Source: an optimization exercise on an open RTL-to-GDS flow (aim: small area and a short achievable clock period). Production flows keep margins and buffers that such runs may drop.
Power is estimated from default activity; no workload was simulated.

==> flow/design.v (excerpt) <==
module mc_fifo
#(
    parameter int WIDTH     = mc_fifo_pkg::DEF_WIDTH,
    parameter int DEPTH     = mc_fifo_pkg::DEF_DEPTH,
    parameter int CHANNELS  = mc_fifo_pkg::DEF_CHANNELS,
    parameter int AF_MARGIN = mc_fifo_pkg::DEF_AF_MARGIN,
    parameter int AE_MARGIN = mc_fifo_pkg::DEF_AE_MARGIN
) (
    input  logic                          clk,
    input  logic                          reset,
    input  logic                          write_en,
    input  logic [mc_fifo_pkg::width_of(CHANNELS)-1:0] wr_ch,
    input  logic [WIDTH-1:0]              data_in,
    input  logic                          read_en,
    input  logic [mc_fifo_pkg::width_of(CHANNELS)-1:0] rd_ch,
    input  logic                          clear_err,
    output logic [WIDTH-1:0]              data_out,
    output logic                          data_valid,
    output logic [CHANNELS-1:0]           full,
    output logic [CHANNELS-1:0]           empty,
    output logic [CHANNELS-1:0]           almost_full,
    output logic [CHANNELS-1:0]           almost_empty,
    output logic [mc_fifo_pkg::width_of(DEPTH):0]      rd_count,
    output logic [CHANNELS-1:0]           overflow,
    output logic [CHANNELS-1:0]           underflow
);
    localparam int CW = mc_fifo_pkg::width_of(CHANNELS);
    localparam int AW = mc_fifo_pkg::width_of(DEPTH);
    if ((DEPTH < 4) || ((DEPTH & (DEPTH - 1)) != 0)) begin : g_bad_depth
        $error("mc_fifo: DEPTH must be a power of two and at least 4");
    end
    if (CHANNELS < 1) begin : g_bad_channels
        $error("mc_fifo: CHANNELS must be at least 1");
    end
    if ((AF_MARGIN < 1) || (AF_MARGIN > DEPTH - 1)) begin : g_bad_af
        $error("mc_fifo: AF_MARGIN must be in 1..DEPTH-1");
    end
    if ((AE_MARGIN < 1) || (AE_MARGIN > DEPTH - 1)) begin : g_bad_ae
        $error("mc_fifo: AE_MARGIN must be in 1..DEPTH-1");
    end
    logic [CHANNELS-1:0] wr_req, rd_req, wr_acc, rd_acc;
    logic [AW-1:0]       count_lo_a [CHANNELS];
    logic [AW:0]         count_rd_a [CHANNELS];
    logic [WIDTH-1:0]    head_a  [CHANNELS];
    logic [(1<<CW)-1:0]  rd_oh;
  ...
==> flow/config.mk <==
export PLATFORM = sky130hd
export DESIGN_NAME = mc_fifo
export DESIGN_NICKNAME = mc_fifo
export VERILOG_FILES = /design/flow/design.v
export SDC_FILE = /design/flow/constraint.sdc
export NUM_CORES = 4
export LEC_CHECK = 0
export CAP_MARGIN = 20
export CORE_MARGIN = 2
export CORE_UTILIZATION = 50
export CTS_CLUSTER_DIAMETER = 70
export CTS_CLUSTER_SIZE = 30
export SETUP_SLACK_MARGIN = 1.75
export SLEW_MARGIN = 20
export SYNTH_HIERARCHICAL = 1
export SYNTH_MINIMUM_KEEP_SIZE = 0
==> flow/constraint.sdc <==
create_clock -name core_clock -period 4.0 [get_ports {clk}]
set_input_delay 0.8000 -clock core_clock [delete_from_list [all_inputs] [get_ports {clk}]]
set_output_delay 0.8000 -clock core_clock [all_outputs]
set_load 0.01 [all_outputs]
run.sh (not shown) runs the stock make flow with config.mk's settings and CLKGATE_MAP_FILE= SYNTH_SCRIPT=/design/flow/synth_recipe.tcl, a recipe that flattens the netlist after the stock synthesis.
Edit:
--- a/flow/config.mk
+++ b/flow/config.mk
@@ -11,5 +11,5 @@
 export CTS_CLUSTER_DIAMETER = 70
 export CTS_CLUSTER_SIZE = 30
-export SETUP_SLACK_MARGIN = 1.75
+export SETUP_SLACK_MARGIN = 1.65
 export SLEW_MARGIN = 20
 export SYNTH_HIERARCHICAL = 1
Setup slack improved by 0.068 ns.
Design area falls by about 2%.
Global-route usage falls by 0.49 points.
Core utilization falls by 1.1 points.
Total power falls by about 3%.
Non-clock buffer count falls by 31.
Area after synthesis stays the same.
Count of clock-buffer cells in the layout rises by 2.
Final cell count falls by 1.0%.
Edit:
--- a/flow/config.mk
+++ b/flow/config.mk
@@ -11,5 +11,5 @@
 export CTS_CLUSTER_DIAMETER = 70
 export CTS_CLUSTER_SIZE = 30
-export SETUP_SLACK_MARGIN = 1.65
+export SETUP_SLACK_MARGIN = 1.55
 export SLEW_MARGIN = 20
 export SYNTH_HIERARCHICAL = 1
Maximum frequency is lower by 1.7%.
Total power barely changes.
Synthesized area does not change.
Die area is unchanged.
Non-clock buffer count is higher by 5.
Core utilization is lower by 0.11 points.
Clock power is about the same.
No run of this note included a check of the RTL's function; only the layout flow was run.

## afterwards: timing with drivers on the ports
The flow's constraints put no driver on any port. The routed layouts listed below were extracted and timed again, unchanged, in two steps.
Step 1, drivers: a clkbuf_16 drives clk and a buf_2 each remaining input, both assumed.
Step 2 moves the port delays by t, midway between the first and last clock arrival at a register: inputs arrive t later, outputs are due t later. That takes back most of the time a late clock gives input paths.
Slacks: ideal ports / drivers / drivers and shift; pairs: ideal ports / drivers.
run | t (ns) | setup slack, ns | slew at the worst register clock pin (ns)
the first run | 0.715 | 1.574 / 1.525 / 1.052 | 0.12 / 0.12
the second run | 0.711 | 1.642 / 1.574 / 1.034 | 0.11 / 0.11
the third run | 0.720 | 1.601 / 1.536 / 0.943 | 0.11 / 0.11
After both steps setup and hold are still met in every run listed. For the third run, which loses most, drivers alone change the setup slack by -0.065 ns; drivers and shift together by -0.658 ns.
